Background: an optimization exercise with open tools, aiming at a short achievable clock period and few clock cycles per item. Do not read the settings as production practice. The RTL was checked by simulation tests, not by an equivalence proof against the original design. Power and IR drop assume default switching activity.

==> flow/config.mk <==
export PLATFORM = sky130hd
export DESIGN_NAME = int_core_top
export DESIGN_NICKNAME = int_core_top
export VERILOG_FILES = /design/flow/design.v
export SDC_FILE = /design/flow/constraint.sdc
export NUM_CORES = 4
export LEC_CHECK = 0
export CAP_MARGIN = 20
export CORE_MARGIN = 2
export CORE_UTILIZATION = 40
export CTS_CLUSTER_DIAMETER = 120
export CTS_CLUSTER_SIZE = 25
export SETUP_SLACK_MARGIN = 3.0
export SLEW_MARGIN = 20
export SYNTH_HIERARCHICAL = 1
export SYNTH_MINIMUM_KEEP_SIZE = 0
==> flow/constraint.sdc <==
create_clock -name core_clock -period 5.2 [get_ports {clk}]
set_input_delay 1.0400 -clock core_clock [delete_from_list [all_inputs] [get_ports {clk}]]
set_output_delay 1.0400 -clock core_clock [all_outputs]
set_load 0.01 [all_outputs]
==> flow/design.v <==
`default_nettype none
package core_pkg;
    localparam int DATA_W     = 32;
    localparam int REG_ADDR_W = 5;
    localparam int NUM_REGS   = 32;
    typedef logic [DATA_W-1:0]     data_t;
    typedef logic [REG_ADDR_W-1:0] reg_addr_t;
    typedef logic [31:0]           inst_word_t;
    typedef logic [4:0]            alu_op_t;
    localparam alu_op_t ALU_ADD  = 5'h00;
    localparam alu_op_t ALU_SUB  = 5'h01;
    localparam alu_op_t ALU_SLT  = 5'h02;
    localparam alu_op_t ALU_SLTU = 5'h03;
    localparam alu_op_t ALU_AND  = 5'h04;
    localparam alu_op_t ALU_OR   = 5'h05;
    localparam alu_op_t ALU_NOR  = 5'h06;
    localparam alu_op_t ALU_XOR  = 5'h07;
    localparam alu_op_t ALU_SLL  = 5'h08;
    localparam alu_op_t ALU_SRL  = 5'h09;
    localparam alu_op_t ALU_SRA  = 5'h0a;
    localparam alu_op_t ALU_LUI  = 5'h0b;
    localparam logic [16:0] OPC17_ADD  = 17'h00020;
    localparam logic [16:0] OPC17_SUB  = 17'h00022;
    localparam logic [16:0] OPC17_SLT  = 17'h00024;
    localparam logic [16:0] OPC17_SLTU = 17'h00025;
    localparam logic [16:0] OPC17_NOR  = 17'h00028;
    localparam logic [16:0] OPC17_AND  = 17'h00029;
    localparam logic [16:0] OPC17_OR   = 17'h0002a;
    localparam logic [16:0] OPC17_XOR  = 17'h0002b;
    localparam logic [16:0] OPC17_SLL  = 17'h0002e;
    localparam logic [16:0] OPC17_SRL  = 17'h0002f;
    localparam logic [16:0] OPC17_SRA  = 17'h00030;
    localparam logic [16:0] OPC17_SLLI = 17'h00081;
    localparam logic [16:0] OPC17_SRLI = 17'h00089;
    localparam logic [16:0] OPC17_SRAI = 17'h00091;
    localparam logic [9:0] OPC10_SLTI  = 10'h008;
    localparam logic [9:0] OPC10_SLTUI = 10'h009;
    localparam logic [9:0] OPC10_ADDI  = 10'h00a;
    localparam logic [9:0] OPC10_ANDI  = 10'h00d;
    localparam logic [9:0] OPC10_ORI   = 10'h00e;
    localparam logic [9:0] OPC10_XORI  = 10'h00f;
    localparam logic [6:0] OPC7_LU12I = 7'h0a;
endpackage
`default_nettype wire
`timescale 1ns/100ps
`default_nettype none
module reg_file (
    input  logic                clk,
    input  logic [31:1]         i_rsel0,
    input  logic                i_kill0,
    input  logic                i_bsel0,
    input  logic [31:1]         i_rsel1,
    input  logic                i_kill1,
    input  logic                i_bsel1,
    input  core_pkg::data_t     i_bdata,
    input  core_pkg::data_t     i_or1,
    output core_pkg::data_t     o_rdata0,
    output core_pkg::data_t     o_rdata1,
    input  logic [31:1]         i_we,       
    input  core_pkg::data_t     i_wdata
);
    logic [31:1][31:0] regs;
    always_ff @(posedge clk) begin
        for (int k = 1; k < 32; k++) begin
            if (i_we[k]) begin
                regs[k] <= i_wdata;
            end
        end
    end
    logic [31:0] sel0, sel1;
    logic [31:0][31:0] ent;
    assign sel0 = {i_rsel0, 1'b0};
    assign sel1 = {i_rsel1, 1'b0};
    assign ent  = {regs, 32'd0};
    for (genvar i = 0; i < 32; i++) begin : g_bit
        logic [31:1] col;
        for (genvar k = 1; k < 32; k++) begin : g_col
            assign col[k] = ent[k][i];
        end
        rf_read_bit u_r0 (.i_sel(i_rsel0), .i_d(col), .i_kill(i_kill0), .i_bsel(i_bsel0),
                          .i_bd(i_bdata[i]), .i_or(1'b0), .o_y(o_rdata0[i]));
        rf_read_bit u_r1 (.i_sel(i_rsel1), .i_d(col), .i_kill(i_kill1), .i_bsel(i_bsel1),
                          .i_bd(i_bdata[i]), .i_or(i_or1[i]), .o_y(o_rdata1[i]));
    end
endmodule
module rf_read_bit (
    input  logic [31:1] i_sel,
    input  logic [31:1] i_d,
    input  logic        i_kill,
    input  logic        i_bsel,
    input  logic        i_bd,
    input  logic        i_or,
    output logic        o_y
);
    logic [15:0] l1;
    logic [3:0]  l2;
    logic [1:0]  l3;
    logic        l4;
    cg_nand2 u_l1_0 (.a(i_sel[1]), .b(i_d[1]), .y(l1[0]));
    for (genvar k = 1; k < 16; k++) begin : g_l1
        cg_a22oi u (.a1(i_sel[2*k]), .a2(i_d[2*k]), .b1(i_sel[2*k+1]), .b2(i_d[2*k+1]), .y(l1[k]));
    end
    for (genvar k = 0; k < 4; k++) begin : g_l2
        cg_nand4 u (.a(l1[4*k]), .b(l1[4*k+1]), .c(l1[4*k+2]), .d(l1[4*k+3]), .y(l2[k]));
    end
    for (genvar k = 0; k < 2; k++) begin : g_l3
        cg_nor2 u (.a(l2[2*k]), .b(l2[2*k+1]), .y(l3[k]));
    end
    cg_a21oi u_l4 (.a1(l3[0]), .a2(l3[1]), .b1(i_kill), .y(l4));
    cg_a211o u_l5 (.a1(i_bsel), .a2(i_bd), .b1(l4), .c1(i_or), .y(o_y));
endmodule
`default_nettype wire
`timescale 1ns/100ps
`default_nettype none
module inst_decode (
    input  core_pkg::inst_word_t i_inst,
    output logic                 o_matched,
    output core_pkg::reg_addr_t  o_rd,
    output logic                 o_wr,         
    output logic                 o_use_rj,     
    output logic                 o_use_rk,     
    output core_pkg::data_t      o_imm,        
    output logic                 o_add,        
    output logic                 o_sub,        
    output logic                 o_lt,         
    output logic                 o_signed,     
    output logic [3:0]           o_lut,        
    output logic                 o_sll,
    output logic                 o_sr,
    output logic                 o_arith
);
    logic [16:0] op17;
    logic [9:0]  op10;
    logic [6:0]  op7;
    logic        add, sub, slt, sltu, sll, sr, arith, use_rj, use_rk;
    logic [3:0]  lut;
    core_pkg::data_t imm;
    assign op17 = i_inst[31:15];
    assign op10 = i_inst[31:22];
    assign op7  = i_inst[31:25];
    always_comb begin
        o_matched = 1'b1;
        add    = 1'b0;
        sub    = 1'b0;
        slt    = 1'b0;
        sltu   = 1'b0;
        sll    = 1'b0;
        sr     = 1'b0;
        arith  = 1'b0;
        lut    = 4'b0000;
        use_rj = 1'b1;
        use_rk = 1'b0;
        imm    = '0;
        case (op17)
            core_pkg::OPC17_ADD:  begin add  = 1'b1; use_rk = 1'b1; end
            core_pkg::OPC17_SUB:  begin add  = 1'b1; sub = 1'b1; use_rk = 1'b1; end
            core_pkg::OPC17_SLT:  begin slt  = 1'b1; sub = 1'b1; use_rk = 1'b1; end
            core_pkg::OPC17_SLTU: begin sltu = 1'b1; sub = 1'b1; use_rk = 1'b1; end
            core_pkg::OPC17_NOR:  begin lut  = 4'b0001; use_rk = 1'b1; end
            core_pkg::OPC17_AND:  begin lut  = 4'b1000; use_rk = 1'b1; end
            core_pkg::OPC17_OR:   begin lut  = 4'b1110; use_rk = 1'b1; end
            core_pkg::OPC17_XOR:  begin lut  = 4'b0110; use_rk = 1'b1; end
            core_pkg::OPC17_SLL:  begin sll  = 1'b1; use_rk = 1'b1; end
            core_pkg::OPC17_SRL:  begin sr   = 1'b1; use_rk = 1'b1; end
            core_pkg::OPC17_SRA:  begin sr   = 1'b1; arith = 1'b1; use_rk = 1'b1; end
            core_pkg::OPC17_SLLI: begin sll  = 1'b1; imm = {27'd0, i_inst[14:10]}; end
            core_pkg::OPC17_SRLI: begin sr   = 1'b1; imm = {27'd0, i_inst[14:10]}; end
            core_pkg::OPC17_SRAI: begin sr   = 1'b1; arith = 1'b1; imm = {27'd0, i_inst[14:10]}; end
            default: begin
                case (op10)
                    core_pkg::OPC10_ADDI:  begin add  = 1'b1; imm = {{20{i_inst[21]}}, i_inst[21:10]}; end
                    core_pkg::OPC10_SLTI:  begin slt  = 1'b1; sub = 1'b1; imm = {{20{i_inst[21]}}, i_inst[21:10]}; end
                    core_pkg::OPC10_SLTUI: begin sltu = 1'b1; sub = 1'b1; imm = {{20{i_inst[21]}}, i_inst[21:10]}; end
                    core_pkg::OPC10_ANDI:  begin lut  = 4'b1000; imm = {20'd0, i_inst[21:10]}; end
                    core_pkg::OPC10_ORI:   begin lut  = 4'b1110; imm = {20'd0, i_inst[21:10]}; end
                    core_pkg::OPC10_XORI:  begin lut  = 4'b0110; imm = {20'd0, i_inst[21:10]}; end
                    default: begin
                        add       = 1'b1;
                        use_rj    = 1'b0;
                        imm       = {i_inst[24:5], 12'd0};
                        o_matched = (op7 == core_pkg::OPC7_LU12I);
                    end
                endcase
            end
        endcase
    end
    assign o_rd     = i_inst[4:0];
    assign o_wr     = |i_inst[4:0];
    assign o_use_rj = use_rj;
    assign o_use_rk = use_rk;
    assign o_imm    = imm;
    assign o_add    = add   & o_wr;
    assign o_sub    = sub;
    assign o_lt     = (slt | sltu) & o_wr;
    assign o_signed = slt;
    assign o_lut    = lut   & {4{o_wr}};
    assign o_sll    = sll   & o_wr;
    assign o_sr     = sr    & o_wr;
    assign o_arith  = arith;
endmodule
`default_nettype wire
`timescale 1ns/100ps
`default_nettype none
module alu_execute (
    input  core_pkg::data_t i_a,
    input  core_pkg::data_t i_bx,       
    input  logic [9:0]      i_dl,       
    input  logic [9:0]      i_dr,       
    input  logic            i_sub,      
    input  logic            i_kadd,     
    input  logic            i_klt,      
    input  logic            i_signed,   
    input  logic [3:0]      i_lut,      
    input  logic            i_ksll,
    input  logic            i_ksr,
    input  logic            i_arith,
    input  logic            i_ea,
    input  logic            i_xa,       
    input  core_pkg::data_t i_pa,       
    input  logic            i_eb,
    input  logic            i_invb,     
    input  logic            i_xb,
    input  core_pkg::data_t i_pb,       
    input  core_pkg::data_t i_xd,       
    output core_pkg::data_t o_result,
    output core_pkg::data_t o_a_next,
    output core_pkg::data_t o_b_next,
    output core_pkg::data_t o_bx_next,
    output logic            o_b0_lon,   
    output logic            o_b0_hin,   
    output logic            o_c31
);
    logic [31:0]     p;         
    logic [31:0]     pn;
    logic [31:0]     gn;        
    logic [31:0]     tn;        
    logic [31:0]     c;         
    core_pkg::data_t bitwise;
    core_pkg::data_t sll2;      
    core_pkg::data_t sr2;       
    logic            fill;
    alu_carry u_carry (
        .i_a   (i_a),
        .i_bx  (i_bx),
        .i_sub (i_sub),
        .o_p   (p),
        .o_pn  (pn),
        .o_gn  (gn),
        .o_tn  (tn),
        .o_c   (c)
    );
    for (genvar i = 0; i < 32; i++) begin : g_bw
        logic t1, t2;
        cg_a22oi  u_t1 (.a1(i_lut[1]), .a2(p[i]), .b1(i_lut[0]), .b2(tn[i]), .y(t1));
        cg_nand2b u_t2 (.a_n(gn[i]), .b(i_lut[3]), .y(t2));
        cg_nand2  u_bw (.a(t1), .b(t2), .y(bitwise[i]));
    end
    assign fill = i_arith & i_a[31];
    logic [9:0] d_shl, d_shr;    
    assign d_shl = i_dl;
    assign d_shr = i_dr;
    alu_sll u_sll (.i_a(i_a), .i_d1(d_shl[3:0]), .i_d2(d_shl[7:4]), .o_y(sll2));
    alu_srx u_sr  (.i_a(i_a), .i_d1(d_shr[3:0]), .i_d2(d_shr[7:4]), .i_fill(fill), .o_y(sr2));
    logic bx31, gsel, lt_hi, lt_lo, s0;
    assign bx31  = i_bx[31];
    assign gsel  = i_signed ? (~i_a[31] & ~bx31) : (i_a[31] & bx31);
    assign lt_hi = i_klt & ~gsel & ~p[31];
    assign lt_lo = i_klt & ~gsel;
    assign s0    = p[0] ^ i_sub;
    logic ad_x, ad_a, ad_b;
    logic [1:0] fl_x, fl_a, fl_b, fr_x, fr_a, fr_b;
    assign ad_x = i_kadd;
    assign ad_a = i_ea & i_kadd;
    assign ad_b = i_eb & i_kadd;
    assign fl_x = d_shl[9:8];
    assign fl_a = d_shl[9:8] & {2{i_ea}};
    assign fl_b = d_shl[9:8] & {2{i_eb}};
    assign fr_x = d_shr[9:8];
    assign fr_a = d_shr[9:8] & {2{i_ea}};
    assign fr_b = d_shr[9:8] & {2{i_eb}};
    logic [31:0] tlo_x, thi_x, tlo_a, thi_a, tlo_b, thi_b;
    logic [31:0] csel;
    assign tlo_x[0] = ~((ad_x & s0) | lt_lo);
    assign thi_x[0] = ~((ad_x & s0) | lt_hi);
    assign tlo_a[0] = ~((ad_a & s0) | (i_ea & lt_lo));
    assign thi_a[0] = ~((ad_a & s0) | (i_ea & lt_hi));
    assign tlo_b[0] = ~((ad_b & s0) | (i_eb & lt_lo));
    assign thi_b[0] = ~((ad_b & s0) | (i_eb & lt_hi));
    assign csel[0]  = c[31];
    assign o_c31    = c[31];
    for (genvar i = 1; i < 32; i++) begin : g_t
        cg_nand2 u_tlo_x (.a(ad_x), .b(p[i]),  .y(tlo_x[i]));
        cg_nand2 u_thi_x (.a(ad_x), .b(pn[i]), .y(thi_x[i]));
        cg_nand2 u_tlo_a (.a(ad_a), .b(p[i]),  .y(tlo_a[i]));
        cg_nand2 u_thi_a (.a(ad_a), .b(pn[i]), .y(thi_a[i]));
        cg_nand2 u_tlo_b (.a(ad_b), .b(p[i]),  .y(tlo_b[i]));
        cg_nand2 u_thi_b (.a(ad_b), .b(pn[i]), .y(thi_b[i]));
        assign csel[i] = c[i];
    end
    logic [31:0] b_lon, b_hin;
    assign o_b0_lon = b_lon[0];
    assign o_b0_hin = b_hin[0];
    for (genvar i = 0; i < 32; i++) begin : g_m
        logic sr_hi;
        if (i < 16) begin : g_lo
            assign sr_hi = sr2[i+16];
            alu_merge_xn u_x (
                .i_c(csel[i]), .i_tlo(tlo_x[i]), .i_thi(thi_x[i]),
                .i_fl0(fl_x[0]), .i_sl0(sll2[i]),
                .i_fr0(fr_x[0]), .i_sr0(sr2[i]), .i_fr1(fr_x[1]), .i_sr1(sr_hi),
                .i_bw(bitwise[i]), .o_y(o_result[i]));
            alu_merge_n u_a (
                .i_c(csel[i]), .i_tlo(tlo_a[i]), .i_thi(thi_a[i]),
                .i_fl0(fl_a[0]), .i_sl0(sll2[i]),
                .i_fr0(fr_a[0]), .i_sr0(sr2[i]), .i_fr1(fr_a[1]), .i_sr1(sr_hi),
                .i_bwe(i_ea), .i_bw(bitwise[i]), .i_xe(i_xa), .i_xd(i_xd[i]), .i_pre(i_pa[i]), .o_y(o_a_next[i]));
            alu_merge_bn u_b (
                .i_c(csel[i]), .i_tlo(tlo_b[i]), .i_thi(thi_b[i]),
                .i_fl0(fl_b[0]), .i_sl0(sll2[i]),
                .i_fr0(fr_b[0]), .i_sr0(sr2[i]), .i_fr1(fr_b[1]), .i_sr1(sr_hi),
                .i_bwe(i_eb), .i_bw(bitwise[i]), .i_xe(i_xb), .i_xd(i_xd[i]), .i_pre(i_pb[i]), .i_inv(i_invb),
                .o_y(o_b_next[i]), .o_yx(o_bx_next[i]), .o_lon(b_lon[i]), .o_hin(b_hin[i]));
        end else begin : g_hi
            assign sr_hi = fill;
            alu_merge_x u_x (
                .i_c(csel[i]), .i_tlo(tlo_x[i]), .i_thi(thi_x[i]),
                .i_fl0(fl_x[0]), .i_sl0(sll2[i]), .i_fl1(fl_x[1]), .i_sl1(sll2[i-16]),
                .i_fr0(fr_x[0]), .i_sr0(sr2[i]), .i_fr1(fr_x[1]), .i_sr1(sr_hi),
                .i_bw(bitwise[i]), .o_y(o_result[i]));
            alu_merge u_a (
                .i_c(csel[i]), .i_tlo(tlo_a[i]), .i_thi(thi_a[i]),
                .i_fl0(fl_a[0]), .i_sl0(sll2[i]), .i_fl1(fl_a[1]), .i_sl1(sll2[i-16]),
                .i_fr0(fr_a[0]), .i_sr0(sr2[i]), .i_fr1(fr_a[1]), .i_sr1(sr_hi),
                .i_bwe(i_ea), .i_bw(bitwise[i]), .i_xe(i_xa), .i_xd(i_xd[i]), .i_pre(i_pa[i]), .o_y(o_a_next[i]));
            alu_merge_b u_b (
                .i_c(csel[i]), .i_tlo(tlo_b[i]), .i_thi(thi_b[i]),
                .i_fl0(fl_b[0]), .i_sl0(sll2[i]), .i_fl1(fl_b[1]), .i_sl1(sll2[i-16]),
                .i_fr0(fr_b[0]), .i_sr0(sr2[i]), .i_fr1(fr_b[1]), .i_sr1(sr_hi),
                .i_bwe(i_eb), .i_bw(bitwise[i]), .i_xe(i_xb), .i_xd(i_xd[i]), .i_pre(i_pb[i]), .i_inv(i_invb),
                .o_y(o_b_next[i]), .o_yx(o_bx_next[i]), .o_lon(b_lon[i]), .o_hin(b_hin[i]));
        end
    end
endmodule
module alu_merge (
    input  logic i_c,
    input  logic i_tlo,
    input  logic i_thi,
    input  logic i_fl0,
    input  logic i_sl0,
    input  logic i_fl1,
    input  logic i_sl1,
    input  logic i_fr0,
    input  logic i_sr0,
    input  logic i_fr1,
    input  logic i_sr1,
    input  logic i_bwe,
    input  logic i_bw,
    input  logic i_xe,
    input  logic i_xd,
    input  logic i_pre,
    output logic o_y
);
    logic n1, n2, n3, s12, slo, shi, lo_n, hi_n;
    cg_a22oi u_n1 (.a1(i_fl0), .a2(i_sl0), .b1(i_fl1), .b2(i_sl1), .y(n1));
    cg_a22oi u_n2 (.a1(i_fr0), .a2(i_sr0), .b1(i_fr1), .b2(i_sr1), .y(n2));
    cg_a221oi u_n3 (.a1(i_bwe), .a2(i_bw), .b1(i_xe), .b2(i_xd), .c1(i_pre), .y(n3));
    cg_nand2 u_s12 (.a(n1), .b(n2), .y(s12));
    cg_nand2 u_slo (.a(n3), .b(i_tlo), .y(slo));
    cg_nand2 u_shi (.a(n3), .b(i_thi), .y(shi));
    cg_nor2  u_lo (.a(s12), .b(slo), .y(lo_n));
    cg_nor2  u_hi (.a(s12), .b(shi), .y(hi_n));
    cg_mux2i u_y  (.s(i_c), .d0(lo_n), .d1(hi_n), .y(o_y));
endmodule
module alu_merge_n (
    input  logic i_c,
    input  logic i_tlo,
    input  logic i_thi,
    input  logic i_fl0,
    input  logic i_sl0,
    input  logic i_fr0,
    input  logic i_sr0,
    input  logic i_fr1,
    input  logic i_sr1,
    input  logic i_bwe,
    input  logic i_bw,
    input  logic i_xe,
    input  logic i_xd,
    input  logic i_pre,
    output logic o_y
);
    logic n1, n2, n3, s12, slo, shi, lo_n, hi_n;
    cg_nand2 u_n1 (.a(i_fl0), .b(i_sl0), .y(n1));
    cg_a22oi u_n2 (.a1(i_fr0), .a2(i_sr0), .b1(i_fr1), .b2(i_sr1), .y(n2));
    cg_a221oi u_n3 (.a1(i_bwe), .a2(i_bw), .b1(i_xe), .b2(i_xd), .c1(i_pre), .y(n3));
    cg_nand2 u_s12 (.a(n1), .b(n2), .y(s12));
    cg_nand2 u_slo (.a(n3), .b(i_tlo), .y(slo));
    cg_nand2 u_shi (.a(n3), .b(i_thi), .y(shi));
    cg_nor2  u_lo (.a(s12), .b(slo), .y(lo_n));
    cg_nor2  u_hi (.a(s12), .b(shi), .y(hi_n));
    cg_mux2i u_y  (.s(i_c), .d0(lo_n), .d1(hi_n), .y(o_y));
endmodule
module alu_merge_b (
    input  logic i_c,
    input  logic i_tlo,
    input  logic i_thi,
    input  logic i_fl0,
    input  logic i_sl0,
    input  logic i_fl1,
    input  logic i_sl1,
    input  logic i_fr0,
    input  logic i_sr0,
    input  logic i_fr1,
    input  logic i_sr1,
    input  logic i_bwe,
    input  logic i_bw,
    input  logic i_xe,
    input  logic i_xd,
    input  logic i_pre,
    input  logic i_inv,
    output logic o_y,
    output logic o_yx,
    output logic o_lon,
    output logic o_hin
);
    logic n1, n2, n3, s12, slo, shi, lo_n, hi_n, lox_n, hix_n;
    cg_a22oi u_n1 (.a1(i_fl0), .a2(i_sl0), .b1(i_fl1), .b2(i_sl1), .y(n1));
    cg_a22oi u_n2 (.a1(i_fr0), .a2(i_sr0), .b1(i_fr1), .b2(i_sr1), .y(n2));
    cg_a221oi u_n3 (.a1(i_bwe), .a2(i_bw), .b1(i_xe), .b2(i_xd), .c1(i_pre), .y(n3));
    cg_nand2 u_s12 (.a(n1), .b(n2), .y(s12));
    cg_nand2 u_slo (.a(n3), .b(i_tlo), .y(slo));
    cg_nand2 u_shi (.a(n3), .b(i_thi), .y(shi));
    cg_nor2  u_lo (.a(s12), .b(slo), .y(lo_n));
    cg_nor2  u_hi (.a(s12), .b(shi), .y(hi_n));
    cg_xor2  u_lox (.a(lo_n), .b(i_inv), .y(lox_n));
    cg_xor2  u_hix (.a(hi_n), .b(i_inv), .y(hix_n));
    cg_mux2i u_y  (.s(i_c), .d0(lo_n), .d1(hi_n), .y(o_y));
    cg_mux2i u_yx (.s(i_c), .d0(lox_n), .d1(hix_n), .y(o_yx));
    assign o_lon = lo_n;
    assign o_hin = hi_n;
endmodule
module alu_merge_bn (
    input  logic i_c,
    input  logic i_tlo,
    input  logic i_thi,
    input  logic i_fl0,
    input  logic i_sl0,
    input  logic i_fr0,
    input  logic i_sr0,
    input  logic i_fr1,
    input  logic i_sr1,
    input  logic i_bwe,
    input  logic i_bw,
    input  logic i_xe,
    input  logic i_xd,
    input  logic i_pre,
    input  logic i_inv,
    output logic o_y,
    output logic o_yx,
    output logic o_lon,
    output logic o_hin
);
    logic n1, n2, n3, s12, slo, shi, lo_n, hi_n, lox_n, hix_n;
    cg_nand2 u_n1 (.a(i_fl0), .b(i_sl0), .y(n1));
    cg_a22oi u_n2 (.a1(i_fr0), .a2(i_sr0), .b1(i_fr1), .b2(i_sr1), .y(n2));
    cg_a221oi u_n3 (.a1(i_bwe), .a2(i_bw), .b1(i_xe), .b2(i_xd), .c1(i_pre), .y(n3));
    cg_nand2 u_s12 (.a(n1), .b(n2), .y(s12));
    cg_nand2 u_slo (.a(n3), .b(i_tlo), .y(slo));
    cg_nand2 u_shi (.a(n3), .b(i_thi), .y(shi));
    cg_nor2  u_lo (.a(s12), .b(slo), .y(lo_n));
    cg_nor2  u_hi (.a(s12), .b(shi), .y(hi_n));
    cg_xor2  u_lox (.a(lo_n), .b(i_inv), .y(lox_n));
    cg_xor2  u_hix (.a(hi_n), .b(i_inv), .y(hix_n));
    cg_mux2i u_y  (.s(i_c), .d0(lo_n), .d1(hi_n), .y(o_y));
    cg_mux2i u_yx (.s(i_c), .d0(lox_n), .d1(hix_n), .y(o_yx));
    assign o_lon = lo_n;
    assign o_hin = hi_n;
endmodule
module alu_merge_x (
    input  logic i_c,
    input  logic i_tlo,
    input  logic i_thi,
    input  logic i_fl0,
    input  logic i_sl0,
    input  logic i_fl1,
    input  logic i_sl1,
    input  logic i_fr0,
    input  logic i_sr0,
    input  logic i_fr1,
    input  logic i_sr1,
    input  logic i_bw,
    output logic o_y
);
    logic n1, n2, n3, s12, slo, shi, lo_n, hi_n;
    cg_a22oi u_n1 (.a1(i_fl0), .a2(i_sl0), .b1(i_fl1), .b2(i_sl1), .y(n1));
    cg_a22oi u_n2 (.a1(i_fr0), .a2(i_sr0), .b1(i_fr1), .b2(i_sr1), .y(n2));
    cg_inv   u_n3 (.a(i_bw), .y(n3));
    cg_nand2 u_s12 (.a(n1), .b(n2), .y(s12));
    cg_nand2 u_slo (.a(n3), .b(i_tlo), .y(slo));
    cg_nand2 u_shi (.a(n3), .b(i_thi), .y(shi));
    cg_nor2  u_lo (.a(s12), .b(slo), .y(lo_n));
    cg_nor2  u_hi (.a(s12), .b(shi), .y(hi_n));
    cg_mux2i u_y  (.s(i_c), .d0(lo_n), .d1(hi_n), .y(o_y));
endmodule
module alu_merge_xn (
    input  logic i_c,
    input  logic i_tlo,
    input  logic i_thi,
    input  logic i_fl0,
    input  logic i_sl0,
    input  logic i_fr0,
    input  logic i_sr0,
    input  logic i_fr1,
    input  logic i_sr1,
    input  logic i_bw,
    output logic o_y
);
    logic n1, n2, n3, s12, slo, shi, lo_n, hi_n;
    cg_nand2 u_n1 (.a(i_fl0), .b(i_sl0), .y(n1));
    cg_a22oi u_n2 (.a1(i_fr0), .a2(i_sr0), .b1(i_fr1), .b2(i_sr1), .y(n2));
    cg_inv   u_n3 (.a(i_bw), .y(n3));
    cg_nand2 u_s12 (.a(n1), .b(n2), .y(s12));
    cg_nand2 u_slo (.a(n3), .b(i_tlo), .y(slo));
    cg_nand2 u_shi (.a(n3), .b(i_thi), .y(shi));
    cg_nor2  u_lo (.a(s12), .b(slo), .y(lo_n));
    cg_nor2  u_hi (.a(s12), .b(shi), .y(hi_n));
    cg_mux2i u_y  (.s(i_c), .d0(lo_n), .d1(hi_n), .y(o_y));
endmodule
module alu_sh4 (
    input  logic [3:0] i_d,
    input  logic       i_x0,
    input  logic       i_x1,
    input  logic       i_x2,
    input  logic       i_x3,
    output logic       o_y
);
    logic n0, n1;
    cg_a22oi u_n0 (.a1(i_d[0]), .a2(i_x0), .b1(i_d[1]), .b2(i_x1), .y(n0));
    cg_a22oi u_n1 (.a1(i_d[2]), .a2(i_x2), .b1(i_d[3]), .b2(i_x3), .y(n1));
    cg_nand2 u_y  (.a(n0), .b(n1), .y(o_y));
endmodule
module alu_sll (
    input  core_pkg::data_t i_a,
    input  logic [3:0]      i_d1,
    input  logic [3:0]      i_d2,
    output core_pkg::data_t o_y
);
    logic [31:0] l1;
    for (genvar i = 0; i < 32; i++) begin : g_i
        if (i >= 3) begin : g_a4
            alu_sh4 u1 (.i_d(i_d1), .i_x0(i_a[i]), .i_x1(i_a[i-1]), .i_x2(i_a[i-2]), .i_x3(i_a[i-3]), .o_y(l1[i]));
        end else if (i == 2) begin : g_a3
            alu_sh3 u1 (.i_d(i_d1[2:0]), .i_x0(i_a[2]), .i_x1(i_a[1]), .i_x2(i_a[0]), .o_y(l1[i]));
        end else if (i == 1) begin : g_a2
            alu_sh2 u1 (.i_d(i_d1[1:0]), .i_x0(i_a[1]), .i_x1(i_a[0]), .o_y(l1[i]));
        end else begin : g_a1
            cg_and2 u1 (.a(i_d1[0]), .b(i_a[0]), .y(l1[i]));
        end
        if (i >= 12) begin : g_b4
            alu_sh4 u2 (.i_d(i_d2), .i_x0(l1[i]), .i_x1(l1[i-4]), .i_x2(l1[i-8]), .i_x3(l1[i-12]), .o_y(o_y[i]));
        end else if (i >= 8) begin : g_b3
            alu_sh3 u2 (.i_d(i_d2[2:0]), .i_x0(l1[i]), .i_x1(l1[i-4]), .i_x2(l1[i-8]), .o_y(o_y[i]));
        end else if (i >= 4) begin : g_b2
            alu_sh2 u2 (.i_d(i_d2[1:0]), .i_x0(l1[i]), .i_x1(l1[i-4]), .o_y(o_y[i]));
        end else begin : g_b1
            cg_and2 u2 (.a(i_d2[0]), .b(l1[i]), .y(o_y[i]));
        end
    end
endmodule
module alu_sh3 (
    input  logic [2:0] i_d,
    input  logic       i_x0,
    input  logic       i_x1,
    input  logic       i_x2,
    output logic       o_y
);
    logic n0, n1;
    cg_a22oi u_n0 (.a1(i_d[0]), .a2(i_x0), .b1(i_d[1]), .b2(i_x1), .y(n0));
    cg_nand2 u_n1 (.a(i_d[2]), .b(i_x2), .y(n1));
    cg_nand2 u_y  (.a(n0), .b(n1), .y(o_y));
endmodule
module alu_sh2 (
    input  logic [1:0] i_d,
    input  logic       i_x0,
    input  logic       i_x1,
    output logic       o_y
);
    logic n0;
    cg_a22oi u_n0 (.a1(i_d[0]), .a2(i_x0), .b1(i_d[1]), .b2(i_x1), .y(n0));
    cg_inv   u_y  (.a(n0), .y(o_y));
endmodule
module alu_srx (
    input  core_pkg::data_t i_a,
    input  logic [3:0]      i_d1,
    input  logic [3:0]      i_d2,
    input  logic            i_fill,
    output core_pkg::data_t o_y
);
    logic [34:0] a;      
    logic [43:0] l1;     
    assign a = {{3{i_fill}}, i_a};
    assign l1[43:32] = {12{i_fill}};
    for (genvar i = 0; i < 32; i++) begin : g_i
        alu_sh4 u1 (.i_d(i_d1), .i_x0(a[i]), .i_x1(a[i+1]), .i_x2(a[i+2]), .i_x3(a[i+3]), .o_y(l1[i]));
        alu_sh4 u2 (.i_d(i_d2), .i_x0(l1[i]), .i_x1(l1[i+4]), .i_x2(l1[i+8]), .i_x3(l1[i+12]), .o_y(o_y[i]));
    end
endmodule
module alu_carry (
    input  core_pkg::data_t i_a,
    input  core_pkg::data_t i_bx,
    input  logic            i_sub,
    output logic [31:0]     o_p,
    output logic [31:0]     o_pn,
    output logic [31:0]     o_gn,       
    output logic [31:0]     o_tn,       
    output logic [31:0]     o_c
);
    logic [31:0] bx;
    assign bx = i_bx;
    logic [31:0] g [0:5];
    logic [31:0] t [0:5];
    for (genvar k = 0; k < 32; k++) begin : g_pg
        cg_xor2  u_p  (.a(i_a[k]), .b(bx[k]), .y(o_p[k]));
        cg_xnor2 u_pn (.a(i_a[k]), .b(bx[k]), .y(o_pn[k]));
    end
    cg_inv u_cin (.a(i_sub), .y(g[0][0]));
    assign t[0][0] = 1'b1;
    for (genvar j = 1; j < 32; j++) begin : g_l0
        cg_nand2 u_g (.a(i_a[j-1]), .b(bx[j-1]), .y(g[0][j]));
        cg_nor2  u_t (.a(i_a[j-1]), .b(bx[j-1]), .y(t[0][j]));
        assign o_gn[j-1] = g[0][j];
        assign o_tn[j-1] = t[0][j];
    end
    cg_nand2 u_g31 (.a(i_a[31]), .b(bx[31]), .y(o_gn[31]));
    cg_nor2  u_t31 (.a(i_a[31]), .b(bx[31]), .y(o_tn[31]));
    for (genvar l = 1; l <= 5; l++) begin : g_lv
        localparam int D = 1 << (l - 1);
        for (genvar j = 0; j < 32; j++) begin : g_n
            if (j < D) begin : g_pass
                cg_inv u_g (.a(g[l-1][j]), .y(g[l][j]));
                assign t[l][j] = 1'b0;
            end else if (l % 2 == 1) begin : g_odd
                cg_o21ai u_g (.a1(t[l-1][j]), .a2(g[l-1][j-D]), .b1(g[l-1][j]), .y(g[l][j]));
                if (j >= 2 * D) begin : g_t
                    cg_nor2 u_t (.a(t[l-1][j]), .b(t[l-1][j-D]), .y(t[l][j]));
                end else begin : g_not
                    assign t[l][j] = 1'b0;
                end
            end else begin : g_even
                cg_a21oi u_g (.a1(t[l-1][j]), .a2(g[l-1][j-D]), .b1(g[l-1][j]), .y(g[l][j]));
                if (j >= 2 * D) begin : g_t
                    cg_nand2 u_t (.a(t[l-1][j]), .b(t[l-1][j-D]), .y(t[l][j]));
                end else begin : g_not
                    assign t[l][j] = 1'b0;
                end
            end
        end
    end
    assign o_c = g[5];
endmodule
module cg_inv (input logic a, output logic y);
    assign y = ~a;
endmodule
module cg_and2 (input logic a, input logic b, output logic y);
    assign y = a & b;
endmodule
module cg_nand2b (input logic a_n, input logic b, output logic y);
    assign y = ~(~a_n & b);
endmodule
module cg_nand2 (input logic a, input logic b, output logic y);
    assign y = ~(a & b);
endmodule
module cg_nor2 (input logic a, input logic b, output logic y);
    assign y = ~(a | b);
endmodule
module cg_andn (input logic a, input logic b, output logic y);
    assign y = a & ~b;
endmodule
module cg_xor2 (input logic a, input logic b, output logic y);
    assign y = a ^ b;
endmodule
module cg_xnor2 (input logic a, input logic b, output logic y);
    assign y = ~(a ^ b);
endmodule
module cg_nand3 (input logic a, input logic b, input logic c, output logic y);
    assign y = ~(a & b & c);
endmodule
module cg_nand4 (input logic a, input logic b, input logic c, input logic d, output logic y);
    assign y = ~(a & b & c & d);
endmodule
module cg_a21oi (input logic a1, input logic a2, input logic b1, output logic y);
    assign y = ~((a1 & a2) | b1);
endmodule
module cg_o21ai (input logic a1, input logic a2, input logic b1, output logic y);
    assign y = ~((a1 | a2) & b1);
endmodule
module cg_a211o (input logic a1, input logic a2, input logic b1, input logic c1, output logic y);
    assign y = (a1 & a2) | b1 | c1;
endmodule
module cg_a221oi (input logic a1, input logic a2, input logic b1, input logic b2, input logic c1, output logic y);
    assign y = ~((a1 & a2) | (b1 & b2) | c1);
endmodule
module cg_a22oi (input logic a1, input logic a2, input logic b1, input logic b2, output logic y);
    assign y = ~((a1 & a2) | (b1 & b2));
endmodule
module cg_mux2 (input logic s, input logic d0, input logic d1, output logic y);
    assign y = s ? d1 : d0;
endmodule
module cg_mux2i (input logic s, input logic d0, input logic d1, output logic y);
    assign y = ~(s ? d1 : d0);
endmodule
module cg_and4 (input logic a, input logic b, input logic c, input logic d, output logic y);
    assign y = a & b & c & d;
endmodule
`default_nettype wire
`timescale 1ns/100ps
`default_nettype none
module writeback_stage #(
    parameter int DEPTH = 8,
    parameter int PW    = 3
) (
    input  logic                clk,
    input  logic                rstn,
    input  logic                i_valid,
    input  core_pkg::reg_addr_t i_rd,
    input  core_pkg::data_t     i_data,
    input  logic                i_ready_out,
    output logic                o_valid,
    output core_pkg::reg_addr_t o_rd,
    output core_pkg::data_t     o_data,
    output logic [PW:0]         o_count
);
    core_pkg::reg_addr_t q_rd   [DEPTH];
    core_pkg::data_t     q_data [DEPTH];
    logic [PW-1:0]       wr_ptr;
    logic [PW-1:0]       rd_ptr;
    logic [PW-1:0]       rd_ptr1;
    logic [PW:0]         count;
    logic                take;
    logic                c_ge1, c_ge2, c_is0, c_is1;
    core_pkg::reg_addr_t stay_rd, next_rd;
    core_pkg::data_t     stay_data, next_data;
    assign take    = o_valid & i_ready_out;
    assign rd_ptr1 = rd_ptr + 1'b1;
    assign c_is0   = (count == '0);
    assign c_is1   = (count == (PW+1)'(1));
    assign c_ge1   = ~c_is0;
    assign c_ge2   = ~c_is0 & ~c_is1;
    assign stay_rd   = c_is0 ? i_rd   : q_rd[rd_ptr];
    assign stay_data = c_is0 ? i_data : q_data[rd_ptr];
    assign next_rd   = c_is1 ? i_rd   : q_rd[rd_ptr1];
    assign next_data = c_is1 ? i_data : q_data[rd_ptr1];
    always_ff @(posedge clk) begin
        if (!rstn) begin
            wr_ptr  <= '0;
            rd_ptr  <= '0;
            count   <= '0;
            o_valid <= 1'b0;
        end else begin
            if (i_valid) wr_ptr <= wr_ptr + 1'b1;
            rd_ptr  <= take ? rd_ptr1 : rd_ptr;
            count   <= take ? (count + (PW+1)'(i_valid) - 1'b1) : (count + (PW+1)'(i_valid));
            o_valid <= take ? (c_ge2 | i_valid) : (c_ge1 | i_valid);
        end
    end
    always_ff @(posedge clk) begin
        if (i_valid) begin
            q_rd[wr_ptr]   <= i_rd;
            q_data[wr_ptr] <= i_data;
        end
        o_rd   <= take ? next_rd   : stay_rd;
        o_data <= take ? next_data : stay_data;
    end
    assign o_count = count;
endmodule
`default_nettype wire
`timescale 1ns/100ps
`default_nettype none
module int_core_top (
    input  logic                 clk,
    input  logic                 rstn,
    input  logic                 i_inst_valid,
    input  core_pkg::inst_word_t i_inst,
    output logic                 o_inst_ready,
    output logic                 o_wb_valid,
    output core_pkg::reg_addr_t  o_wb_rd,
    output core_pkg::data_t      o_wb_data,
    input  logic                 i_wb_ready
);
    localparam int QDEPTH = 8;
    localparam int QPW    = 3;
    localparam int CAP    = QDEPTH;
    logic                 ir_v;
    logic                 ready_q;
    logic                matched;
    core_pkg::reg_addr_t dec_rd;
    logic                dec_wr, dec_use_rj, dec_use_rk;
    core_pkg::data_t     dec_imm;
    logic                dec_add, dec_sub, dec_lt, dec_signed, dec_sll, dec_sr, dec_arith;
    logic [3:0]          dec_lut;
    inst_decode u_decode (
        .i_inst    (i_inst),
        .o_matched (matched),
        .o_rd      (dec_rd),
        .o_wr      (dec_wr),
        .o_use_rj  (dec_use_rj),
        .o_use_rk  (dec_use_rk),
        .o_imm     (dec_imm),
        .o_add     (dec_add),
        .o_sub     (dec_sub),
        .o_lt      (dec_lt),
        .o_signed  (dec_signed),
        .o_lut     (dec_lut),
        .o_sll     (dec_sll),
        .o_sr      (dec_sr),
        .o_arith   (dec_arith)
    );
    core_pkg::reg_addr_t  ir_rd;
    logic                 ir_wr;
    core_pkg::data_t      ir_imm;
    logic                 ir_add, ir_sub, ir_lt, ir_signed, ir_sll, ir_sr, ir_arith;
    logic [3:0]           ir_lut;
    logic [31:1]          ir_ohA, ir_ohB;
    logic                 ir_anz, ir_bnz;
    logic                 ir_mA1, ir_mA2, ir_mA3, ir_mB1, ir_mB2, ir_mB3;
    core_pkg::reg_addr_t  rr_rd;
    core_pkg::reg_addr_t  ex_rd;
    always_ff @(posedge clk) begin
        ir_v   <= rstn & i_inst_valid & ready_q & matched;
    end
    always_ff @(posedge clk) begin
        ir_rd     <= dec_rd;
        ir_wr     <= dec_wr;
        ir_imm    <= dec_imm;
        ir_add    <= dec_add;
        ir_sub    <= dec_sub;
        ir_lt     <= dec_lt;
        ir_signed <= dec_signed;
        ir_lut    <= dec_lut;
        ir_sll    <= dec_sll;
        ir_sr     <= dec_sr;
        ir_arith  <= dec_arith;
        for (int k = 1; k < 32; k++) begin
            ir_ohA[k] <= (i_inst[9:5]   == core_pkg::reg_addr_t'(k));
            ir_ohB[k] <= (i_inst[14:10] == core_pkg::reg_addr_t'(k));
        end
        ir_anz <= dec_use_rj & (i_inst[9:5] != '0);
        ir_bnz <= dec_use_rk & (i_inst[14:10] != '0);
        ir_mA1 <= (i_inst[9:5]   == ir_rd);
        ir_mA2 <= (i_inst[9:5]   == rr_rd);
        ir_mB1 <= (i_inst[14:10] == ir_rd);
        ir_mB2 <= (i_inst[14:10] == rr_rd);
        ir_mA3 <= (i_inst[9:5]   == ex_rd);
        ir_mB3 <= (i_inst[14:10] == ex_rd);
    end
    logic                rr_v;
    logic                rr_wr;
    core_pkg::data_t     rr_preA, rr_preB;    
    logic                rr_eA, rr_eB;        
    logic                rr_xA, rr_xB;        
    logic                rr_add, rr_sub, rr_lt, rr_signed, rr_sll, rr_sr, rr_arith;
    logic [3:0]          rr_lut;
    logic                ex_v;
    logic                ex_wr;
    core_pkg::data_t     ex_a;
    core_pkg::data_t     ex_bx;               
    logic [9:0]          ex_dl, ex_dr;        
    logic                ex_add, ex_sub, ex_lt, ex_signed, ex_sll, ex_sr, ex_arith;
    logic [3:0]          ex_lut;
    logic                xr_v;
    core_pkg::reg_addr_t xr_rd;
    logic                xr_wr;
    core_pkg::data_t     xr_data;
    logic [31:1]         xr_we;               
    logic fwdA_e, fwdA_x, fwdA_w, fwdB_e, fwdB_x, fwdB_w;
    assign fwdA_e = ir_anz & ir_mA1 & rr_v & rr_wr;
    assign fwdA_x = ir_anz & ir_mA2 & ex_v & ex_wr & ~fwdA_e;
    assign fwdA_w = ir_anz & ir_mA3 & xr_v & xr_wr & ~fwdA_e & ~fwdA_x;
    assign fwdB_e = ir_bnz & ir_mB1 & rr_v & rr_wr;
    assign fwdB_x = ir_bnz & ir_mB2 & ex_v & ex_wr & ~fwdB_e;
    assign fwdB_w = ir_bnz & ir_mB3 & xr_v & xr_wr & ~fwdB_e & ~fwdB_x;
    core_pkg::data_t pre_a, pre_b;
    reg_file u_regs (
        .clk      (clk),
        .i_rsel0  (ir_ohA),
        .i_kill0  (~ir_anz | fwdA_e | fwdA_x | fwdA_w),
        .i_bsel0  (fwdA_w),
        .i_rsel1  (ir_ohB),
        .i_kill1  (~ir_bnz | fwdB_e | fwdB_x | fwdB_w),
        .i_bsel1  (fwdB_w),
        .i_bdata  (xr_data),
        .i_or1    (ir_imm),
        .o_rdata0 (pre_a),
        .o_rdata1 (pre_b),
        .i_we     (xr_we),
        .i_wdata  (xr_data)
    );
    always_ff @(posedge clk) begin
        if (!rstn) begin
            rr_v <= 1'b0;
        end else begin
            rr_v <= ir_v;
        end
    end
    always_ff @(posedge clk) begin
        rr_rd     <= ir_rd;
        rr_wr     <= ir_wr;
        rr_preA   <= pre_a;
        rr_preB   <= pre_b;
        rr_eA     <= fwdA_e;
        rr_eB     <= fwdB_e;
        rr_xA     <= fwdA_x;
        rr_xB     <= fwdB_x;
        rr_add    <= ir_add;
        rr_sub    <= ir_sub;
        rr_lt     <= ir_lt;
        rr_signed <= ir_signed;
        rr_lut    <= ir_lut;
        rr_sll    <= ir_sll;
        rr_sr     <= ir_sr;
        rr_arith  <= ir_arith;
    end
    always_ff @(posedge clk) begin
        if (!rstn) begin
            ex_v <= 1'b0;
        end else begin
            ex_v <= rr_v;
        end
    end
    core_pkg::data_t result, a_next, b_next, bx_next;
    logic [9:0]      dl_next, dr_next;
    logic            b0_lon, b0_hin, c31;
    always_ff @(posedge clk) begin
        ex_rd     <= rr_rd;
        ex_wr     <= rr_wr;
        ex_a      <= a_next;
        ex_bx     <= bx_next;
        ex_dl     <= dl_next;
        ex_dr     <= dr_next;
        ex_add    <= rr_add;
        ex_sub    <= rr_sub;
        ex_lt     <= rr_lt;
        ex_signed <= rr_signed;
        ex_lut    <= rr_lut;
        ex_sll    <= rr_sll;
        ex_sr     <= rr_sr;
        ex_arith  <= rr_arith;
    end
    alu_execute u_execute (
        .i_a        (ex_a),
        .i_bx       (ex_bx),
        .i_dl       (ex_dl),
        .i_dr       (ex_dr),
        .i_sub      (ex_sub),
        .i_kadd     (ex_add),
        .i_klt      (ex_lt),
        .i_signed   (ex_signed),
        .i_lut      (ex_lut),
        .i_ksll     (ex_sll),
        .i_ksr      (ex_sr),
        .i_arith    (ex_arith),
        .i_ea       (rr_eA),
        .i_xa       (rr_xA),
        .i_pa       (rr_preA),
        .i_eb       (rr_eB),
        .i_invb     (rr_sub),
        .i_xb       (rr_xB),
        .i_pb       (rr_preB),
        .i_xd       (xr_data),
        .o_result   (result),
        .o_a_next   (a_next),
        .o_b_next   (b_next),
        .o_bx_next  (bx_next),
        .o_b0_lon   (b0_lon),
        .o_b0_hin   (b0_hin),
        .o_c31      (c31)
    );
    function automatic logic [9:0] onehot_amount(input logic [4:0] sh, input logic en);
        logic [9:0] d;
        for (int j = 0; j < 4; j++) begin
            d[j]   = en & (sh[1:0] == 2'(j));
            d[4+j] = en & (sh[3:2] == 2'(j));
        end
        d[8] = en & ~sh[4];
        d[9] = en & sh[4];
        onehot_amount = d;
    endfunction
    logic [9:0] dl_lo, dl_hi, dr_lo, dr_hi;
    assign dl_lo = onehot_amount({b_next[4:1], ~b0_lon}, rr_sll);
    assign dl_hi = onehot_amount({b_next[4:1], ~b0_hin}, rr_sll);
    assign dr_lo = onehot_amount({b_next[4:1], ~b0_lon}, rr_sr);
    assign dr_hi = onehot_amount({b_next[4:1], ~b0_hin}, rr_sr);
    for (genvar j = 0; j < 4; j++) begin : g_d0
        cg_mux2i u_l (.s(c31), .d0(~dl_lo[j]), .d1(~dl_hi[j]), .y(dl_next[j]));
        cg_mux2i u_r (.s(c31), .d0(~dr_lo[j]), .d1(~dr_hi[j]), .y(dr_next[j]));
    end
    assign dl_next[9:4] = dl_lo[9:4];
    assign dr_next[9:4] = dr_lo[9:4];
    always_ff @(posedge clk) begin
        if (!rstn) begin
            xr_v <= 1'b0;
        end else begin
            xr_v <= ex_v;
        end
    end
    always_ff @(posedge clk) begin
        xr_rd   <= ex_rd;
        xr_wr   <= ex_wr;
        xr_data <= result;
    end
    always_ff @(posedge clk) begin
        if (!rstn) begin
            xr_we <= '0;
        end else begin
            for (int k = 1; k < 32; k++) begin
                xr_we[k] <= ex_v & (ex_rd == core_pkg::reg_addr_t'(k));
            end
        end
    end
    logic [QPW:0] q_count;
    writeback_stage #(.DEPTH(QDEPTH), .PW(QPW)) u_writeback (
        .clk         (clk),
        .rstn        (rstn),
        .i_valid     (xr_v),
        .i_rd        (xr_rd),
        .i_data      (xr_data),
        .i_ready_out (i_wb_ready),
        .o_valid     (o_wb_valid),
        .o_rd        (o_wb_rd),
        .o_data      (o_wb_data),
        .o_count     (q_count)
    );
    logic [5:0] held;
    assign held = 6'(ir_v) + 6'(rr_v) + 6'(ex_v) + 6'(xr_v) + 6'(q_count)
                + 6'(ready_q);
    always_ff @(posedge clk) begin
        if (!rstn) begin
            ready_q <= 1'b1;
        end else begin
            ready_q <= (held < 6'(CAP));
        end
    end
    assign o_inst_ready = ready_q;
endmodule
`default_nettype wire
==> flow/run.sh <==
#!/bin/bash
# synth_recipe.tcl (not shown) runs the flow's synth.tcl, then flattens the netlist and writes it again
# the make line also repeats each setting of config.mk as NAME=value (left out here)
make -C /OpenROAD-flow-scripts/flow DESIGN_CONFIG=/design/flow/config.mk WORK_HOME=/design/flow/orfs CLKGATE_MAP_FILE= SYNTH_SCRIPT=/design/flow/synth_recipe.tcl finish
==> summary.txt, run 1 <==
* H-tree depth at 3
* Ys Warns at 15
* Critical path data arrival time at 1.30 ns
* HPWL after DPL at 194800 microns
* Drt first pass iters at 6
* Worst path max stage delay at 0.41 ns
* Vias at 60280
* Max-cap violations at 0
* Post-layout min period at 2.337 ns
* P_leak at 30.20 nW
* Setup TNS at 0 ns
* Period Utilization, post-route at 44.95%
* Total Routing Usage GR at 28.02%
* Worst IR Drop VDD at 0.0003369 V
* Hold-fix buffers, CTS at 0
* Initial DRC count at 7670
* Total gr overflow at 0
* CTS Sinks at 1713
* Worst-Skew Late Latency at 0.78 ns
* First-pass GRT wire length at 434200 microns
* Area growth from synthesis to layout at 14.11%
* Synth Instances at 6146
* I/O pin cnt at 75
* Routed Antenna Nets at 0
* Largest fanout on the critical path at 2
* Slew Viols, Final at 0
* Initial antenna violation count at 13
* Switching Power at 9.767 mW
* Int Pwr at 21.10 mW
* Post-Synthesis Cell Area at 0.08448 sq mm
* Sw frac at 31.64%
* Die ar. at 0.2149 sq mm
* I/O Buffers at 74
* NumNets Final at 6650
* Post-placement cell count at 9093
* DRC Markers at 0
* Cell Pwr Density at 320.2 mW/mm^2
* Die Ht at 463.6 microns
* Non-Filler Instances at 9475
* Flop pwr share at 55.8%
* RSZ-0062 raised after global routing: yes
* Buf/Inv on CP at 1
* F_max at 0.4278 GHz
* Clock power frac at 24.3%
* Placed Area at 0.08974 sq mm
* FILL cells at 18570
* Core Region at 0.2098 sq mm
* Starting Density at 40.27%
* Worst Tran Pin Value at 1.172 ns
* Crit path capture type: output pin
* Chip Width at 463.6 microns
* Critical Path RT at 4.16 ns
* CP cell instances: buf_6
* Avg Cell Area, Syn at 13.75 sq um
* Largest net degree at the start of global routing at 75
* Vias in the first global route at 56430
* Outcome: complete, no violations
* Slew headroom at 21.87%
* Final hold violation count at 0
* Final Wtd Congestion at 0.9754
* CTS root buffer: clkbuf_16
* Share of layout cells above drive strength 1 at 42.24%
* Drt total wl at 314500 microns
* Combinational share of power at 19.9%
* CP top delay family: flip-flops
* Type of the tightest min-delay check: reg -> reg
* WL/cell at 33.19 microns
* Critical path type: reg -> out
* Design Area, Final at 0.09640 sq mm
* Worst path slowest cell: dfxtp_4
* Setup crit start kind: flop
* DR vias/cell at 6.362
* CTS Buffer Depth at 3
* Number of core rows at 168
* Worst-path clk slew at 0.10 ns
* Final worst hold slack at 0.3294 ns
* CTS tree: yes
* Worst Clk Skew at 0.06369 ns
* Final Setup Violations at 0
* Num CTS Buffers at 79
-- power groups by stage --
stage	clock [mW]	combinational [mW]	sequential [mW]
finish	7.49	6.15	17.2
global route	8.05	6.45	17.3
CTS	7.61	5.83	17.2
detailed placement	0	5.55	17.5
global placement	0	5.47	17.5
floorplan	0	2.86	17.4
-- worst paths after layout --
| path | cells after the start | to | slack (ns) | startpoint |
|---|---|---|---|---|
| min reg2reg | 0 | ex_lut[1]$_DFF_P_ | 0.33 | rr_lut[1]$_DFF_P_ |
| min | 0 | ex_lut[1]$_DFF_P_ | 0.33 | rr_lut[1]$_DFF_P_ |
| max | 1 | o_wb_valid | 2.86 | u_writeback.o_valid$_SDFF_PN0_ |
| max reg2reg | 10 | ex_dr[4]$_DFF_P_ | 2.91 | ex_dr[0]$_DFF_P_ |
-- registers in the layout (all words and copies together), names as in the netlist, 10 cells and up, named ones only --
| signal | flops |
|---|---|
| xr_we | 31 |
| ir_ohB | 31 |
| rr_preB | 32 |
| u_writeback.q_rd | 40 |
| ir_ohA | 31 |
| u_regs.regs | 992 |
| ir_imm | 32 |
| xr_data | 32 |
| ex_dr | 10 |
| ex_a | 32 |
| ex_dl | 10 |
| ex_bx | 32 |
| u_writeback.o_data | 32 |
| u_writeback.q_data | 256 |
| rr_preA | 32 |
-- cell usage in the layout, fill, tap and decap left out, types with 40 or more instances in the layout --
cell / n
a22oi_2: 1372
edfxtp_1: 1288
nand2_1: 731
nor2_1: 411
buf_4: 290
nand4_1: 260
dfxtp_1: 206
mux4_2: 148
mux2i_1: 142
a21oi_2: 118
dfxtp_2: 115
xor2_1: 113
dfxtp_4: 104
nand2_2: 94
buf_6: 84
clkbuf_16: 81
nor2_2: 77
inv_1: 75
a211o_1: 65
o21ai_1: 63
a221oi_2: 62
xnor2_1: 56
nand2b_1: 49
nor2_4: 49
clkbuf_1: 47
nor2b_1: 43
o21ai_0: 41
o22ai_1: 40
-- per-layer routing --
layer  vias to the layer above  track usage (%)  share of wire (%)
li1                      25370                -                  -
met1                     31250            37.79                 40
met2                      3132            43.57                 46
met3                       531            3.836                8.2
met4                         2            15.57                6.2
met5                         -                0             0.0041
-- metrics by stage --
| step | power [mW] | util [%] | setup WS, ns |
|---|---|---|---|
| 2_1_floorplan | 20.27 | - | 2.566 |
| 5_1_grt | 31.77 | 45.95 | 2.796 |
| 3_3_place_gp | 22.98 | 42.78 | 1.721 |
| 4_1_cts | 30.65 | 45.09 | 2.810 |
| 6_report | 30.87 | 45.95 | 2.863 |
| 3_5_place_dp | 23.06 | 42.78 | 1.745 |
-- layout make-up --
class,count,area (sq um),area share (%)
antenna,8,20.02,0.02077
clock buffer,129,2195,2.276
clock inverter,10,187.7,0.1947
inverter,79,300.3,0.3115
multi-input combinational,4261,37780,39.19
sequential,1713,47720,49.50
tap,2805,3510,3.641
timing repair buffer,470,4691,4.866
-- what timing repair did --
| item | 4_1_cts | 5_1_grt |
|---|---|---|
| buffers inserted | 92 | 131 |
| resized for setup | 611 | 203 |
| cloned | 9 | 2 |
| pin swaps | 43 | 80 |
| setup endpoints to repair | 316 | 223 |
-- worst reg2reg max path, delay by kind of cell (launching register included) --
family / cells / cell delay (ns)
buffers and inverters: 1 / 0.17
DFF: 1 / 0.42
and+or+nand+nor: 5 / 0.83
AOI/OAI and AO/OA: 3 / 0.63
muxes: 1 / 0.14
Testbench counts, summed over its fixed seeds: cycles 17,480, items 16,000.
==> inputs of run 2 (changes only) <==
--- a/flow/design.v
+++ b/flow/design.v
@@ -227,2 +227,3 @@
     output core_pkg::data_t o_b_next,
+    output logic [15:0]     o_b2_next,  
     output core_pkg::data_t o_bx_next,
@@ -321,3 +322,3 @@
                 .i_bwe(i_eb), .i_bw(bitwise[i]), .i_xe(i_xb), .i_xd(i_xd[i]), .i_pre(i_pb[i]), .i_inv(i_invb),
-                .o_y(o_b_next[i]), .o_yx(o_bx_next[i]), .o_lon(b_lon[i]), .o_hin(b_hin[i]));
+                .o_y(o_b_next[i]), .o_y2(o_b2_next[i]), .o_yx(o_bx_next[i]), .o_lon(b_lon[i]), .o_hin(b_hin[i]));
         end else begin : g_hi
@@ -457,2 +458,3 @@
     output logic o_y,
+    output logic o_y2,      
     output logic o_yx,
@@ -473,2 +475,3 @@
     cg_mux2i u_y  (.s(i_c), .d0(lo_n), .d1(hi_n), .y(o_y));
+    cg_mux2i u_y2 (.s(i_c), .d0(lo_n), .d1(hi_n), .y(o_y2));
     cg_mux2i u_yx (.s(i_c), .d0(lox_n), .d1(hix_n), .y(o_yx));
@@ -741,3 +744,3 @@
     core_pkg::data_t     stay_data, next_data;
-    assign take    = o_valid & i_ready_out;
+    assign take    = c_ge1 & i_ready_out;
     assign rd_ptr1 = rd_ptr + 1'b1;
@@ -929,2 +932,3 @@
     core_pkg::data_t result, a_next, b_next, bx_next;
+    logic [15:0]     b2_next;
     logic [9:0]      dl_next, dr_next;
@@ -971,2 +975,3 @@
         .o_b_next   (b_next),
+        .o_b2_next  (b2_next),
         .o_bx_next  (bx_next),
@@ -989,4 +994,4 @@
     assign dl_hi = onehot_amount({b_next[4:1], ~b0_hin}, rr_sll);
-    assign dr_lo = onehot_amount({b_next[4:1], ~b0_lon}, rr_sr);
-    assign dr_hi = onehot_amount({b_next[4:1], ~b0_hin}, rr_sr);
+    assign dr_lo = onehot_amount({b2_next[4:1], ~b0_lon}, rr_sr);
+    assign dr_hi = onehot_amount({b2_next[4:1], ~b0_hin}, rr_sr);
     for (genvar j = 0; j < 4; j++) begin : g_d0
==> run 2 against run 1 <==
Net effect:
- still clean
- highest routed layer is now met4
- clock skew down 0.011 ns
- critical path type is now reg -> reg
- critical endpoint is now ex_bx[2]$_DFF_P_
- core utilization shrank 0.054 points
- sequential power about the same
- sequential share of layout area fell by 0.050 points
- largest power group unchanged
==> summary.txt, run 2 <==
* Hold path depth at 0 (unchanged)
* WL/cell at 33.76 microns (+1.7%)
* HPWL after DPL at 194300 microns (-0.25%)
* Chip Width at 463.9 microns (about the same)
* Drt first pass iters at 8 (+2)
* Share of layout cells above drive strength 1 at 41.40% (-0.84 points)
* Hold_sp: rr_lut[0]$_DFF_P_
* RSZ-0062 raised after global routing: yes
* Ys Warns at 15 (unchanged)
* Type of the tightest min-delay check: reg -> reg
* NumNets Final at 6694 (+0.66%)
* Outcome: complete, no violations
* Pre-CTS setup slack at 1.462 ns (-0.2833 ns)
* Total Routing Usage GR at 28.53% (+0.50 points)
* Number of core rows at 168 (unchanged)
* I/O Buffers at 74 (unchanged)
* Routed Antenna Nets at 0 (unchanged)
* Worst Tran Pin Value at 1.195 ns (+0.02288 ns)
* CTS Sinks at 1713 (unchanged)
* I/O pin cnt at 75 (unchanged)
* Largest Register: u_regs.regs
* Worst Clk Skew at 0.05282 ns (-0.01087 ns)
* CTS root buffer: clkbuf_16
* Worst-path clk slew at 0.10 ns (about the same)
* Design Area, Final at 0.09639 sq mm (about the same)
* Buf/Inv on CP at 3 (+2)
* Worst path slowest cell: dfxtp_4
* Die ar. at 0.2152 sq mm (+0.14%)
* H-tree depth at 3 (unchanged)
* Setup crit start kind: flop
* Starting Density at 40.29% (about the same)
* Num CTS Buffers at 81 (+2.5%)
* Largest net degree at the start of global routing at 78 (+4.0%)
* Non-Filler Instances at 9522 (+0.50%)
* Reg2reg setup slack at 2.84 ns (-0.07 ns)
* Final worst setup slack at 2.841 ns (-0.02129 ns)
* Setup TNS at 0 ns (unchanged)
* Most frequent cells in the layout: a22oi_2 (1372), edfxtp_1 (1288), nand2_1 (725), nor2_1 (387), nand4_1 (260)
* Worst reg2reg startpoint: ex_dr[1]$_DFF_P_
* CP top delay family: compound AO/OA/AOI/OAI gates
* DRC Markers at 0 (unchanged)
* Critical path type: reg -> reg
* CTS tree: yes
* Final Wtd Congestion at 0.9747 (about the same)
* Critical path data arrival time at 3.02 ns (+1.72 ns)
* Core Region at 0.2100 sq mm (+0.10%)
* Final hold violation count at 0 (unchanged)
* Slew headroom at 20.35% (-1.5 points)
* Period Utilization, post-route at 45.36% (+0.41 points)
* Worst-Skew Late Latency at 0.79 ns (about the same)
* Area growth from synthesis to layout at 13.94%
* Initial DRC count at 7540 (-1.7%)
* Slew Viols, Final at 0 (unchanged)
* Post-layout min period at 2.359 ns (+0.02129 ns)
* Drt total wl at 321400 microns (+2.2%)
* Total gr overflow at 0 (unchanged)
* FILL cells at 18490 (-0.44%)
* Avg Cell Area, Syn at 13.58 sq um (-1.2%)
* Vias in the first global route at 57180 (+1.3%)
* Cell Pwr Density at 344.2 mW/mm^2 (+7.5%)
* DR vias/cell at 6.424 (+0.97%)
* Max-cap violations at 0 (unchanged)
* Final Setup Violations at 0 (unchanged)
* Critical Path RT at 5.86 ns (+1.70 ns)
* P_leak at 30.27 nW (+0.24%)
* Synth Instances at 6230 (+1.4%)
* Power, Total at 33.17 mW (+7.5%)
* Vias at 61170 (+1.5%)
* Most common cell after layout, fill and taps aside: a22oi_2
* CTS Buffer Depth at 3 (unchanged)
* Worst IR Drop VDD at 0.0003454 V (+2.5%)
* Biggest regs: u_regs.regs x992, u_writeback.q_data x256, u_writeback.q_rd x40
* Final worst hold slack at 0.3274 ns (-0.002014 ns)
* Post-Synthesis Cell Area at 0.08460 sq mm (+0.14%)
* Worst path max stage delay at 0.41 ns (about the same)
* First-pass GRT wire length at 441500 microns (+1.7%)
* Die Ht at 463.9 microns (about the same)
* Placed Area at 0.08985 sq mm (+0.12%)
* Crit path capture type: flop
* Largest register FFs at 992 (unchanged)
* F_max at 0.4240 GHz (-0.90%)
* Hold endpoint: ex_lut[0]$_DFF_P_
* Worst r2r dst: ex_bx[2]$_DFF_P_
* CP cell instances: buf_6 > buf_4 > a22oi_2 > nand2_2 > a22oi_2 > nand2_4 > a22oi_2 > nand2_2 > nor2_4 > buf_6 > xor2_1 > mux2i_1
* Largest fanout on the critical path at 6 (+4)
* Reg2reg path depth at 12 (+2)
* Finished Core Util at 45.90% (-0.054 points)
* Most used cell, CP: a22oi_2
* Post-placement cell count at 9166 (+0.80%)
* Initial antenna violation count at 15 (+2)
[run 2: report_power, final]
group          internal [mW]  leakage, nW  switching (mW)  total [mW]
Sequential              16.1         15.2            1.14        17.3
Combinational           2.93         13.9            5.29        8.22
Clock                   3.15         1.17            4.52        7.68
[run 2: layout make-up]
| cell class | count | area [sq um] | share of cell area (%) |
|---|---|---|---|
| diodes | 12 | 30.03 | 0.03115 |
| clock buffers | 131 | 2288 | 2.374 |
| clock inverters | 9 | 152.6 | 0.1584 |
| inverters | 82 | 315.3 | 0.3271 |
| multi-input cells | 4344 | 38090 | 39.52 |
| flip-flops and latches | 1713 | 47660 | 49.45 |
| well taps | 2805 | 3510 | 3.641 |
| repair buffers | 426 | 4339 | 4.502 |
[run 2: per-layer routing]
metal | track usage [%] | up-vias | wire, microns
li1 | - | 25640 | -
met1 | 38.55 | 31670 | 129600
met2 | 44.12 | 3279 | 144700
met3 | 4.312 | 577 | 27250
met4 | 15.39 | 0 | 19870
met5 | 0 | - | 0
[run 2: worst reg2reg max path: stages (launching register included)]
cell     delay, ns
dfxtp_4       0.41
buf_6         0.16
buf_4         0.15
a22oi_2       0.15
nand2_2       0.14
a22oi_2       0.23
nand2_4       0.12
a22oi_2       0.18
nand2_2       0.12
nor2_4        0.17
buf_6         0.11
xor2_1        0.18
mux2i_1       0.13
[run 2: how the worst max path moves through the flow]
stage / start / to / slack [ns] / depth (start not counted)
after floorplan: i_inst[28] / ir_imm[20]$_DFF_P_ / 2.60 / 5
after global placement: i_inst[22] / ir_v$_DFF_P_ / 1.51 / 6
after detailed placement: i_inst[22] / ir_v$_DFF_P_ / 1.46 / 6
after CTS: u_writeback.o_data[22]$_DFF_P_ / o_wb_data[22] / 2.84 / 1
after global routing: ex_dr[1]$_DFF_P_ / ex_bx[2]$_DFF_P_ / 2.74 / 12
final: ex_dr[1]$_DFF_P_ / ex_bx[2]$_DFF_P_ / 2.84 / 12
[run 2: timing repair]
| item | 4_1_cts | 5_1_grt |
|---|---|---|
| buffers inserted | 97 | 87 |
| resized for setup | 634 | 224 |
| gates cloned | 15 | 5 |
| pin swaps | 57 | 76 |
| hold buffers | 0 | 0 |
| setup endpoints to repair | 347 | 250 |
Testbench counts of run 2, summed over its fixed seeds: cycles 17,480, items 16,000.

==> static timing again, ports no longer ideal <==
In the flow no input, the clock included, has a driving cell. The finished layouts below were timed again as built, in two steps.
Step 1 (the two cells are an assumption about what drives the block):
set clk [get_ports {clk}]
set_driving_cell -lib_cell sky130_fd_sc_hd__clkbuf_16 $clk
set_driving_cell -lib_cell sky130_fd_sc_hd__buf_2 [delete_from_list [all_inputs] $clk]
Step 2 moves the port delays by t, midway between the first and last clock arrival at a register: inputs arrive t later, outputs are due t later. That takes back most of the time a late clock gives input paths.
Slacks: ideal / step 1 / step 2; pairs: ideal / step 1.
| run | t, ns | setup slack, ns | worst register clock-pin slew, ns | pins driven straight from the clock port |
|---|---|---|---|---|
| run 1 | 0.843 | 2.863 / 2.769 / 2.158 | 0.12 / 0.12 | 1 |
| run 2 | 0.841 | 2.841 / 2.803 / 2.207 | 0.11 / 0.11 | 1 |
After both steps setup and hold are still met in every run listed. The setup slack of run 1, which loses most, moves by -0.094 ns with the drivers and by -0.705 ns with both steps.
